Context: an optimization exercise on an open-source flow, tuned for small area, a short achievable clock period and few clock cycles. The choices shown serve that exercise and are no tape-out recipe.
At most, simulation tests tie the RTL to the original design; equivalence was not proved.
No activity file was given, so power comes from the tool's default toggle rates.

==> wip/nickel <==
==> flow/design.v (excerpt) <==
module riscv_alu (
	input  logic                           clk_i,
	input  logic                           rst_n_i,
	input  logic                           enable_i,
	input  logic [6:0]                     operator_i,
	input  logic [31:0]                    operand_a_i,
	input  logic [31:0]                    operand_b_i,
	input  logic                           ex_ready_i,
	output logic [31:0]                    result_o,
	output logic                           comparison_result_o,
	output logic                           ready_o
);
export LEC_CHECK = 0
export ABC_AREA = 1
export CAP_MARGIN = 20
export CORE_MARGIN = 2
export CORE_UTILIZATION = 40
export SETUP_SLACK_MARGIN = 2
export SLEW_MARGIN = 20
export BUFFER_PORTS_ARGS = -buffer_cell sky130_fd_sc_hd__buf_2
create_clock -name core_clock -period 12.0 [get_ports {clk_i}]
standard.sh (not shown) runs the stock make flow with config.mk's settings and CLKGATE_MAP_FILE= SYNTH_SCRIPT=/design/flow/synth_recipe.tcl, a recipe that flattens the netlist after the stock synthesis.
==> flow/flow/run.sh <==
#!/bin/bash
# The standard layout, with the port buffers that buffer_ports inserts
# chosen as buf_2 instead of its default pick (a slow delay buffer).
set -e
echo 'export BUFFER_PORTS_ARGS = -buffer_cell sky130_fd_sc_hd__buf_2' >> config.mk
bash standard.sh > standard.log 2>&1
==> wip/ember (differences from wip/nickel) <==
==> flow/run.sh (new file) <==
#!/bin/bash
# synth_recipe.tcl (not shown) runs the flow's synth.tcl, then flattens the netlist and writes it again
# the make line also repeats each setting of config.mk as NAME=value (left out here)
make -C /OpenROAD-flow-scripts/flow DESIGN_CONFIG=/design/flow/config.mk WORK_HOME=/design/flow/orfs CLKGATE_MAP_FILE= SYNTH_SCRIPT=/design/flow/synth_recipe.tcl finish
--- a/flow/config.mk
+++ b/flow/config.mk
@@ -9,6 +9,5 @@
 export CAP_MARGIN = 20
 export CORE_MARGIN = 2
 export CORE_UTILIZATION = 40
-export SETUP_SLACK_MARGIN = 2
+export SETUP_SLACK_MARGIN = 2.5
 export SLEW_MARGIN = 20
-export BUFFER_PORTS_ARGS = -buffer_cell sky130_fd_sc_hd__buf_2
removed: flow/flow/run.sh
removed: flow/standard.sh
==> notes <==
In wip/nickel the cell count is smaller than in wip/ember, by 2.6%. In wip/nickel the count of clock-buffer cells in the layout is lower than in wip/ember, by 1. Of wip/ember and wip/nickel, wip/ember has the higher sequential power (gap about 1%, measured against wip/nickel). Of wip/ember and wip/nickel, wip/ember has the higher via count (gap 2.5%, measured against wip/nickel).
Testbench counts of wip/nickel, summed over its fixed seeds: cycles 33,415.
Testbench counts of wip/ember, summed over its fixed seeds: cycles 33,415.

========
==> run a <==
Another version of the RTL of riscv_alu (not shown whole).
clock: 12.0 ns
lec_check: 0
cap_margin: 20
core_margin: 2
core_utilization: 40
slew_margin: 20
run.sh (not shown) runs the stock make flow with config.mk's settings and CLKGATE_MAP_FILE= SYNTH_SCRIPT=/design/flow/synth_recipe.tcl, a recipe that flattens the netlist after the stock synthesis.
Stock flow here: none of the scripts above is used.
==> run b: changes against run a <==
--- a/flow/design.v
+++ b/flow/design.v
@@ -25,23 +25,54 @@
 	input  logic [31:0] y_i,
 	input  logic        inv_i,
 	input  logic        cin_i,
 	output logic [31:0] sum_o,
 	output logic        cout_o,
+	output logic [31:0] p_o,           
+	output logic [31:0] g_o,           
 	output logic        cmp_o,
 	output logic [31:0] minmax_o
 );
-	logic [32:0] sum33;
+	logic [31:0] yi;
+	logic [31:0] p;
+	logic [31:0] g;
+	logic [31:0] gc;                   
 	logic        ltu;
 	logic        lt;
 	logic        eq;
-	assign sum33  = {1'b0, x_i} + {1'b0, y_i ^ {32{inv_i}}} + {32'b0, cin_i};
-	assign sum_o  = sum33[31:0];
-	assign cout_o = sum33[32];
-	assign ltu = ~sum33[32];
+	assign yi = y_i ^ {32{inv_i}};
+	assign p  = x_i ^ yi;
+	assign g  = x_i & yi;
+	always_comb begin
+		logic [31:0] gt;
+		logic [31:0] pt;
+		logic [31:0] gn;
+		logic [31:0] pn;
+		gt = g;
+		pt = p;
+		gt[0] = g[0] | (p[0] & cin_i);
+		for (int d = 1; d < 32; d = d * 2) begin
+			gn = gt;
+			pn = pt;
+			for (int i = 0; i < 32; i++) begin
+				if ((i / d) % 2 == 1) begin
+					gn[i] = gt[i] | (pt[i] & gt[(i / d) * d - 1]);
+					pn[i] = pt[i] & pt[(i / d) * d - 1];
+				end
+			end
+			gt = gn;
+			pt = pn;
+		end
+		gc = gt;
+	end
+	assign sum_o  = p ^ {gc[30:0], cin_i};
+	assign cout_o = gc[31];
+	assign p_o    = p;
+	assign g_o    = g;
+	assign ltu = ~gc[31];
 	assign lt  = op_i[0] ? ltu : (ltu ^ a_i[31] ^ b_i[31]);
-	assign eq  = (a_i == b_i);
+	assign eq  = &p;
 	always_comb begin
 		case (op_i[3:1])
 			3'b000, 3'b001: cmp_o = lt;
 			3'b010, 3'b011: cmp_o = lt | eq;
 			3'b100:         cmp_o = ~(lt | eq);
@@ -61,34 +92,37 @@
 	output logic [31:0] result_o
 );
 	logic        shift_left;
 	logic        shift_arith;
 	logic        rotate;
-	logic [31:0] a_rev;
-	logic [31:0] op_a;
-	logic [31:0] fill;
-	logic [63:0] wide;
-	logic [31:0] right_result;
-	logic [31:0] right_rev;
+	logic [4:0]  r;
+	logic [31:0] rot;
+	logic [31:0] keep;
+	logic        fill;
 	assign shift_left  = ~op_i[4] & op_i[1] & op_i[0];
 	assign shift_arith = ~op_i[4] & ~op_i[1] & ~op_i[0];
 	assign rotate      = op_i[4] | (op_i[1] & ~op_i[0]);
 	always_comb begin
-		for (int i = 0; i < 32; i++) begin
-			a_rev[i] = a_i[31-i];
+		for (int i = 0; i < 5; i++) begin
+			r[i] = amt_i[i] ^ (shift_left & ((amt_i & 5'((1 << i) - 1)) != 5'd0));
+		end
+	end
+	always_comb begin
+		rot = a_i;
+		for (int k = 0; k < 5; k++) begin
+			if (r[k]) begin
+				rot = (rot >> (1 << k)) | (rot << (32 - (1 << k)));
+			end
 		end
 	end
-	assign op_a = shift_left ? a_rev : a_i;
-	assign fill = rotate ? op_a : {32{shift_arith & op_a[31]}};
-	assign wide = {fill, op_a} >> amt_i;
-	assign right_result = wide[31:0];
 	always_comb begin
 		for (int i = 0; i < 32; i++) begin
-			right_rev[i] = right_result[31-i];
+			keep[i] = rotate | (shift_left ? (5'(i) >= amt_i) : (5'(31 - i) >= amt_i));
 		end
 	end
-	assign result_o = shift_left ? right_rev : right_result;
+	assign fill     = shift_arith & a_i[31];
+	assign result_o = (rot & keep) | ({32{fill}} & ~keep);
 endmodule
 `default_nettype wire
 `timescale 1ns/10ps
 `default_nettype none
 module riscv_alu_bit_count (
@@ -145,64 +179,65 @@
 	input  logic [5:0]  a_len_i,       
 	input  logic [31:0] rot_i,         
 	input  logic [31:0] sum_i,         
 	input  logic        cout_i,
 	output logic [4:0]  rot_amt_o,
+	output logic        align_o,
+	output logic [31:0] dvd_o,
 	output logic        busy_o,
 	output logic        done_o,
 	output logic [31:0] x_o,           
-	output logic        neg_b_o,
+	output logic        neg_b_o,       
 	output logic        neg_res_o,
 	output logic [31:0] result_o,
 	output logic        ready_o
 );
 	logic        sgn;
+	logic        neg_a;
 	logic        neg_b;
 	logic        b_zero;
 	logic [5:0]  b_len;
 	logic        fast;
 	logic [5:0]  span;
-	logic [4:0]  iters;
-	logic [3:0]  last_iter;
 	logic [31:0] top_mask;
 	logic        start;
 	logic        last;
+	logic        align_q;
 	logic        busy_q;
 	logic        done_q;
-	logic [3:0]  cnt_q;
+	logic        sel_rem_q;
+	logic        neg_b_q;
+	logic        neg_res_q;
+	logic [4:0]  cnt_q;
 	logic [31:0] rem_q;
 	logic [31:0] dvd_q;
-	logic [31:0] p1;
-	logic        q1;
-	logic [31:0] rem1;
-	logic [31:0] p2;
-	logic [32:0] t2;
-	logic        q0;
-	logic [31:0] rem2;
+	logic [31:0] p;
+	logic        q;
 	logic        neg_res;
 	assign sgn    = op_i[0];
+	assign neg_a  = sgn & a_i[31];
 	assign neg_b  = sgn & b_i[31];
 	assign b_zero = ~|b_i;
 	assign b_len  = riscv_alu_pkg::bit_len(b_i ^ {32{neg_b}});
 	assign fast = b_zero | (a_len_i < b_len);
-	assign span  = a_len_i - b_len + 6'd2;
-	assign iters = (span[5:1] > 5'd16) ? 5'd16 : span[5:1];
-	assign last_iter = 4'(iters - 5'd1);
-	assign rot_amt_o = {iters[3:0], 1'b0};
+	assign span = a_len_i - b_len + 6'd1;
+	assign rot_amt_o = cnt_q;
 	always_comb begin
 		for (int i = 0; i < 32; i++) begin
-			top_mask[i] = (6'(i) + {iters, 1'b0}) >= 6'd32;
+			top_mask[i] = (cnt_q == 5'd0) || ((6'(i) + {1'b0, cnt_q}) >= 6'd32);
 		end
 	end
-	assign start = req_i & ~fast & ~busy_q & ~done_q;
-	assign last  = busy_q & (cnt_q == 4'd0);
+	assign start = req_i & ~fast & ~align_q & ~busy_q & ~done_q;
+	assign last  = busy_q & (cnt_q == 5'd1);
 	always_ff @(posedge clk_i or negedge rst_n_i) begin
 		if (!rst_n_i) begin
-			busy_q <= 1'b0;
-			done_q <= 1'b0;
+			align_q <= 1'b0;
+			busy_q  <= 1'b0;
+			done_q  <= 1'b0;
 		end else begin
-			if (start) begin
+			align_q <= start;
+			if (align_q) begin
 				busy_q <= 1'b1;
 			end else if (last) begin
 				busy_q <= 1'b0;
 			end
 			if (last) begin
@@ -210,36 +245,38 @@
 			end else if (ex_ready_i) begin
 				done_q <= 1'b0;
 			end
 		end
 	end
-	assign p1   = {rem_q[30:0], dvd_q[31]};
-	assign q1   = rem_q[31] | cout_i;
-	assign rem1 = q1 ? sum_i : p1;
-	assign p2   = {rem1[30:0], dvd_q[30]};
-	assign t2   = {1'b0, p2} + {1'b0, b_i ^ {32{~neg_b}}} + {32'b0, ~neg_b};
-	assign q0   = rem1[31] | t2[32];
-	assign rem2 = q0 ? t2[31:0] : p2;
+	assign p = {rem_q[30:0], dvd_q[31]};
+	assign q = rem_q[31] | cout_i;
 	always_ff @(posedge clk_i) begin
 		if (busy_q) begin
-			rem_q <= rem2;
-			dvd_q <= {dvd_q[29:0], q1, q0};
-			cnt_q <= cnt_q - 4'd1;
-		end else if (!done_q) begin
+			rem_q <= q ? sum_i : p;
+			dvd_q <= {dvd_q[30:0], q};
+			cnt_q <= cnt_q - 5'd1;
+		end else if (align_q) begin
 			rem_q <= rot_i & ~top_mask;
 			dvd_q <= rot_i & top_mask;
-			cnt_q <= last_iter;
+		end else if (!done_q) begin
+			dvd_q     <= sum_i ^ {32{neg_a}};
+			cnt_q     <= (span[5] ? 5'd0 : span[4:0]);
+			sel_rem_q <= op_i[1];
+			neg_b_q   <= neg_b;
+			neg_res_q <= neg_res;
 		end
 	end
-	assign x_o     = busy_q ? p1 : (op_i[1] ? rem_q : dvd_q);
+	assign x_o     = busy_q ? p : (sel_rem_q ? rem_q : dvd_q);
 	assign neg_res = sgn & a_i[31] & (op_i[1] | ~b_i[31]) | neg_b & ~op_i[1] & ~a_i[31];
-	assign result_o = fast ? (op_i[1] ? a_i : {32{b_zero}}) : (sum_i ^ {32{neg_res}});
-	assign ready_o   = done_q | (~busy_q & ~(req_i & ~fast));
+	assign result_o = fast ? (op_i[1] ? a_i : {32{b_zero}}) : (sum_i ^ {32{neg_res_q}});
+	assign ready_o   = done_q | (~busy_q & ~align_q & ~(req_i & ~fast));
+	assign align_o   = align_q;
+	assign dvd_o     = dvd_q;
 	assign busy_o    = busy_q;
 	assign done_o    = done_q;
-	assign neg_b_o   = neg_b;
-	assign neg_res_o = neg_res;
+	assign neg_b_o   = neg_b_q;
+	assign neg_res_o = neg_res_q;
 endmodule
 `default_nettype wire
 `timescale 1ns/10ps
 `default_nettype none
 module riscv_alu (
@@ -272,18 +309,22 @@
 	logic [31:0] add_y;
 	logic        add_inv;
 	logic        add_cin;
 	logic [31:0] sum;
 	logic        cout;
+	logic [31:0] prop;
+	logic [31:0] gen;
 	logic        cmp;
 	logic [31:0] minmax;
 	logic [31:0] shift_in;
 	logic [4:0]  shift_amt;
 	logic [31:0] shift_result;
 	logic [5:0]  count;
 	logic [5:0]  a_len;
 	logic [4:0]  rot_amt;
+	logic        div_align;
+	logic [31:0] div_dvd;
 	logic        div_busy;
 	logic        div_done;
 	logic [31:0] div_x;
 	logic        div_neg_b;
 	logic        div_neg_res;
@@ -299,11 +340,11 @@
 	assign g_shift  =  op[5] & ~op[4] & ~op[3];
 	assign g_or     =  op[5] & ~op[4] &  op[3] & ~op[0];
 	assign g_xor    =  op[5] & ~op[4] &  op[3] &  op[0];
 	assign g_div    =  op[5] &  op[4] & ~op[2];
 	assign g_count  =  op[5] &  op[4] &  op[2];
-	assign sub   = ~(op[4] & op[3] & ~op[0]);
+	assign sub   = ~op[5] & (~op[4] | (~op[3] & ~op[2]) | (op[3] & op[0]));
 	assign neg_a = op[0] & a[31];
 	assign add_x = (div_busy | div_done) ? div_x : a;
 	assign add_y = (g_div & ~div_busy) ? 32'b0 : b;
 	always_comb begin
 		if (!g_div) begin
@@ -320,35 +361,35 @@
 			add_cin = 1'b0;
 		end
 	end
 	riscv_alu_arith arith_i (
 		.op_i(op), .a_i(a), .b_i(b), .x_i(add_x), .y_i(add_y), .inv_i(add_inv),
-		.cin_i(add_cin), .sum_o(sum), .cout_o(cout), .cmp_o(cmp), .minmax_o(minmax)
+		.cin_i(add_cin), .sum_o(sum), .cout_o(cout), .p_o(prop), .g_o(gen), .cmp_o(cmp),
+		.minmax_o(minmax)
 	);
-	assign shift_in  = op[4] ? (sum ^ {32{neg_a}}) : a;
-	assign shift_amt = op[4] ? rot_amt : b[4:0];
+	assign shift_in  = div_align ? div_dvd : a;
+	assign shift_amt = div_align ? rot_amt : b[4:0];
 	riscv_alu_shifter shifter_i (
 		.op_i(op), .a_i(shift_in), .amt_i(shift_amt), .result_o(shift_result)
 	);
 	riscv_alu_bit_count bit_count_i (
 		.op_i(op), .a_i(a), .count_o(count), .a_len_o(a_len)
 	);
 	riscv_alu_div div_i (
 		.clk_i(clk_i), .rst_n_i(rst_n_i), .req_i(enable_i & g_div), .ex_ready_i(ex_ready_i),
 		.op_i(op), .a_i(a), .b_i(b), .a_len_i(a_len), .rot_i(shift_result),
-		.sum_i(sum), .cout_i(cout), .rot_amt_o(rot_amt), .busy_o(div_busy),
+		.sum_i(sum), .cout_i(cout), .rot_amt_o(rot_amt), .align_o(div_align), .dvd_o(div_dvd), .busy_o(div_busy),
 		.done_o(div_done), .x_o(div_x), .neg_b_o(div_neg_b), .neg_res_o(div_neg_res),
 		.result_o(div_result), .ready_o(div_ready)
 	);
 	assign result_o =
 		({32{g_cmp}}    & {31'b0, cmp}) |
 		({32{g_minmax}} & minmax) |
-		({32{g_and}}    & (a & b)) |
+		({32{g_and | g_or}} & gen) |
+		({32{g_or | g_xor}} & prop) |
 		({32{g_addsub}} & sum) |
 		({32{g_shift}}  & shift_result) |
-		({32{g_or}}     & (a | b)) |
-		({32{g_xor}}    & (a ^ b)) |
 		({32{g_div}}    & div_result) |
 		({32{g_count}}  & {26'b0, count});
 	assign comparison_result_o = cmp;
 	assign ready_o = div_ready;
 endmodule
--- a/flow/config.mk
+++ b/flow/config.mk
@@ -6,6 +6,7 @@
 export NUM_CORES = 4
 export LEC_CHECK = 0
 export CAP_MARGIN = 20
 export CORE_MARGIN = 2
 export CORE_UTILIZATION = 40
+export SETUP_SLACK_MARGIN = 3
 export SLEW_MARGIN = 20
==> run c: changes against run a <==
--- a/flow/design.v
+++ b/flow/design.v
@@ -145,64 +145,65 @@
 	input  logic [5:0]  a_len_i,       
 	input  logic [31:0] rot_i,         
 	input  logic [31:0] sum_i,         
 	input  logic        cout_i,
 	output logic [4:0]  rot_amt_o,
+	output logic        align_o,
+	output logic [31:0] dvd_o,
 	output logic        busy_o,
 	output logic        done_o,
 	output logic [31:0] x_o,           
-	output logic        neg_b_o,
+	output logic        neg_b_o,       
 	output logic        neg_res_o,
 	output logic [31:0] result_o,
 	output logic        ready_o
 );
 	logic        sgn;
+	logic        neg_a;
 	logic        neg_b;
 	logic        b_zero;
 	logic [5:0]  b_len;
 	logic        fast;
 	logic [5:0]  span;
-	logic [4:0]  iters;
-	logic [3:0]  last_iter;
 	logic [31:0] top_mask;
 	logic        start;
 	logic        last;
+	logic        align_q;
 	logic        busy_q;
 	logic        done_q;
-	logic [3:0]  cnt_q;
+	logic        sel_rem_q;
+	logic        neg_b_q;
+	logic        neg_res_q;
+	logic [4:0]  cnt_q;
 	logic [31:0] rem_q;
 	logic [31:0] dvd_q;
-	logic [31:0] p1;
-	logic        q1;
-	logic [31:0] rem1;
-	logic [31:0] p2;
-	logic [32:0] t2;
-	logic        q0;
-	logic [31:0] rem2;
+	logic [31:0] p;
+	logic        q;
 	logic        neg_res;
 	assign sgn    = op_i[0];
+	assign neg_a  = sgn & a_i[31];
 	assign neg_b  = sgn & b_i[31];
 	assign b_zero = ~|b_i;
 	assign b_len  = riscv_alu_pkg::bit_len(b_i ^ {32{neg_b}});
 	assign fast = b_zero | (a_len_i < b_len);
-	assign span  = a_len_i - b_len + 6'd2;
-	assign iters = (span[5:1] > 5'd16) ? 5'd16 : span[5:1];
-	assign last_iter = 4'(iters - 5'd1);
-	assign rot_amt_o = {iters[3:0], 1'b0};
+	assign span = a_len_i - b_len + 6'd1;
+	assign rot_amt_o = cnt_q;
 	always_comb begin
 		for (int i = 0; i < 32; i++) begin
-			top_mask[i] = (6'(i) + {iters, 1'b0}) >= 6'd32;
+			top_mask[i] = (cnt_q == 5'd0) || ((6'(i) + {1'b0, cnt_q}) >= 6'd32);
 		end
 	end
-	assign start = req_i & ~fast & ~busy_q & ~done_q;
-	assign last  = busy_q & (cnt_q == 4'd0);
+	assign start = req_i & ~fast & ~align_q & ~busy_q & ~done_q;
+	assign last  = busy_q & (cnt_q == 5'd1);
 	always_ff @(posedge clk_i or negedge rst_n_i) begin
 		if (!rst_n_i) begin
-			busy_q <= 1'b0;
-			done_q <= 1'b0;
+			align_q <= 1'b0;
+			busy_q  <= 1'b0;
+			done_q  <= 1'b0;
 		end else begin
-			if (start) begin
+			align_q <= start;
+			if (align_q) begin
 				busy_q <= 1'b1;
 			end else if (last) begin
 				busy_q <= 1'b0;
 			end
 			if (last) begin
@@ -210,36 +211,38 @@
 			end else if (ex_ready_i) begin
 				done_q <= 1'b0;
 			end
 		end
 	end
-	assign p1   = {rem_q[30:0], dvd_q[31]};
-	assign q1   = rem_q[31] | cout_i;
-	assign rem1 = q1 ? sum_i : p1;
-	assign p2   = {rem1[30:0], dvd_q[30]};
-	assign t2   = {1'b0, p2} + {1'b0, b_i ^ {32{~neg_b}}} + {32'b0, ~neg_b};
-	assign q0   = rem1[31] | t2[32];
-	assign rem2 = q0 ? t2[31:0] : p2;
+	assign p = {rem_q[30:0], dvd_q[31]};
+	assign q = rem_q[31] | cout_i;
 	always_ff @(posedge clk_i) begin
 		if (busy_q) begin
-			rem_q <= rem2;
-			dvd_q <= {dvd_q[29:0], q1, q0};
-			cnt_q <= cnt_q - 4'd1;
-		end else if (!done_q) begin
+			rem_q <= q ? sum_i : p;
+			dvd_q <= {dvd_q[30:0], q};
+			cnt_q <= cnt_q - 5'd1;
+		end else if (align_q) begin
 			rem_q <= rot_i & ~top_mask;
 			dvd_q <= rot_i & top_mask;
-			cnt_q <= last_iter;
+		end else if (!done_q) begin
+			dvd_q     <= sum_i ^ {32{neg_a}};
+			cnt_q     <= (span[5] ? 5'd0 : span[4:0]);
+			sel_rem_q <= op_i[1];
+			neg_b_q   <= neg_b;
+			neg_res_q <= neg_res;
 		end
 	end
-	assign x_o     = busy_q ? p1 : (op_i[1] ? rem_q : dvd_q);
+	assign x_o     = busy_q ? p : (sel_rem_q ? rem_q : dvd_q);
 	assign neg_res = sgn & a_i[31] & (op_i[1] | ~b_i[31]) | neg_b & ~op_i[1] & ~a_i[31];
-	assign result_o = fast ? (op_i[1] ? a_i : {32{b_zero}}) : (sum_i ^ {32{neg_res}});
-	assign ready_o   = done_q | (~busy_q & ~(req_i & ~fast));
+	assign result_o = fast ? (op_i[1] ? a_i : {32{b_zero}}) : (sum_i ^ {32{neg_res_q}});
+	assign ready_o   = done_q | (~busy_q & ~align_q & ~(req_i & ~fast));
+	assign align_o   = align_q;
+	assign dvd_o     = dvd_q;
 	assign busy_o    = busy_q;
 	assign done_o    = done_q;
-	assign neg_b_o   = neg_b;
-	assign neg_res_o = neg_res;
+	assign neg_b_o   = neg_b_q;
+	assign neg_res_o = neg_res_q;
 endmodule
 `default_nettype wire
 `timescale 1ns/10ps
 `default_nettype none
 module riscv_alu (
@@ -280,10 +283,12 @@
 	logic [4:0]  shift_amt;
 	logic [31:0] shift_result;
 	logic [5:0]  count;
 	logic [5:0]  a_len;
 	logic [4:0]  rot_amt;
+	logic        div_align;
+	logic [31:0] div_dvd;
 	logic        div_busy;
 	logic        div_done;
 	logic [31:0] div_x;
 	logic        div_neg_b;
 	logic        div_neg_res;
@@ -322,22 +327,22 @@
 	end
 	riscv_alu_arith arith_i (
 		.op_i(op), .a_i(a), .b_i(b), .x_i(add_x), .y_i(add_y), .inv_i(add_inv),
 		.cin_i(add_cin), .sum_o(sum), .cout_o(cout), .cmp_o(cmp), .minmax_o(minmax)
 	);
-	assign shift_in  = op[4] ? (sum ^ {32{neg_a}}) : a;
-	assign shift_amt = op[4] ? rot_amt : b[4:0];
+	assign shift_in  = div_align ? div_dvd : a;
+	assign shift_amt = div_align ? rot_amt : b[4:0];
 	riscv_alu_shifter shifter_i (
 		.op_i(op), .a_i(shift_in), .amt_i(shift_amt), .result_o(shift_result)
 	);
 	riscv_alu_bit_count bit_count_i (
 		.op_i(op), .a_i(a), .count_o(count), .a_len_o(a_len)
 	);
 	riscv_alu_div div_i (
 		.clk_i(clk_i), .rst_n_i(rst_n_i), .req_i(enable_i & g_div), .ex_ready_i(ex_ready_i),
 		.op_i(op), .a_i(a), .b_i(b), .a_len_i(a_len), .rot_i(shift_result),
-		.sum_i(sum), .cout_i(cout), .rot_amt_o(rot_amt), .busy_o(div_busy),
+		.sum_i(sum), .cout_i(cout), .rot_amt_o(rot_amt), .align_o(div_align), .dvd_o(div_dvd), .busy_o(div_busy),
 		.done_o(div_done), .x_o(div_x), .neg_b_o(div_neg_b), .neg_res_o(div_neg_res),
 		.result_o(div_result), .ready_o(div_ready)
 	);
 	assign result_o =
 		({32{g_cmp}}    & {31'b0, cmp}) |
==> comparison <==
Run b went through all stages and came out clean. Run a completed, yet does not pass: setup timing. Run c ran to the end with no violations. Of run a and run c, run a has the higher global-route usage (gap 9.5 points). In run b the combinational power is smaller than in run a, by 42%. Count of clock-buffer cells in the layout is the same in run a and run b. Synthesized cell count: run a > run c > run b. Of run b and run c, run b has the higher sequential power (gap about 9%, measured against run c). Via count, highest first: run a, run c, run b. The lowest design area belongs to run c, the highest to run a. Of run b and run c, run b has the higher hold slack (gap 0.022 ns). Register-to-register slack: run b > run c > run a.
==> figures <==
|  | run c | run a | run b |
|---|---|---|---|
| Fillcell total | 4879 | 5472 | 4421 |
| Total GRT Usage | 39.7% | 49.2% | 42.4% |
| Worst Max-Slew Pin Slew | 1.06 ns | 1.24 ns | 1.42 ns |
| Proportion of synthesized area in mux cells | 16.2% | 6.68% | 18.4% |
| Compound-gate portion of the synthesized area | 26.9% | 34.1% | 26.8% |
| Internal power | 2080 uW | 4040 uW | 2810 uW |
| Floorplan die area | 50100 um2 | 58000 um2 | 47800 um2 |
| Seq Cell Count | 75 | 70 | 75 |
| Number of nets in the final layout | 2905 | 4132 | 2815 |
| Status | finished clean | complete, but fails checks | finished clean |
| Violated checks | - | setup timing | - |
| Netlist cell types | 89 | 109 | 103 |
| Net Sw Frac | 56.0% | 57.2% | 53.7% |
| Post-route met1 wirelength | 39100 um | 53600 um | 39100 um |
| Antenna violations before repair | 2 | 11 | 3 |
| Area delta synth->final | 10.8% | 34.2% | 28.1% |
| Drt total wl | 102000 um | 147000 um | 105000 um |
| Post-Synthesis Cells | 2651 | 3290 | 2437 |
| Tap Cells | 615 | 748 | 600 |
| Dpl hpwl | 78800 um | 118000 um | 75700 um |
| Source of the worst hold timing path | div_i.dvd_q[6] | div_i.dvd_q[18] | div_i.rem_q[26] |
Testbench counts of run b, summed over its fixed seeds: cycles 33,415.
No functional check of the RTL was part of run a and run c.

[static timing again, ports no longer ideal]
No port has a modelled driver above. Below, the same layouts with a new extraction and two added sets of constraints. Step 1, drivers: a clkbuf_16 drives clk_i and a buf_2 each remaining input, both assumed. Step 2 also shifts input and output timing later by t, the mid clock arrival at the registers, as if the neighbouring blocks saw the same clock. Slacks: no drivers / after step 1 / after step 2; pairs: no drivers / after step 1.
run	t, ns	slack for setup (ns)	worst hold slack (ns)	worst setup path after step 2
wip/nickel	0.402	2.215 / 2.185 / 2.185	0.606 / 0.606 / 0.606	input to output
wip/ember	0.403	2.600 / 2.541 / 2.541	0.595 / 0.595 / 0.595	input to output
run a	0.370	-0.047 / -0.082 / -0.082	0.577 / 0.577 / 0.577	input to output
run b	0.400	2.313 / 2.240 / 2.240	0.680 / 0.680 / 0.680	input to output
run c	0.408	0.181 / 0.160 / 0.160	0.658 / 0.658 / 0.658	input to output
For run b, which loses most, drivers alone change the setup slack by -0.073 ns; drivers and shift together by -0.073 ns.
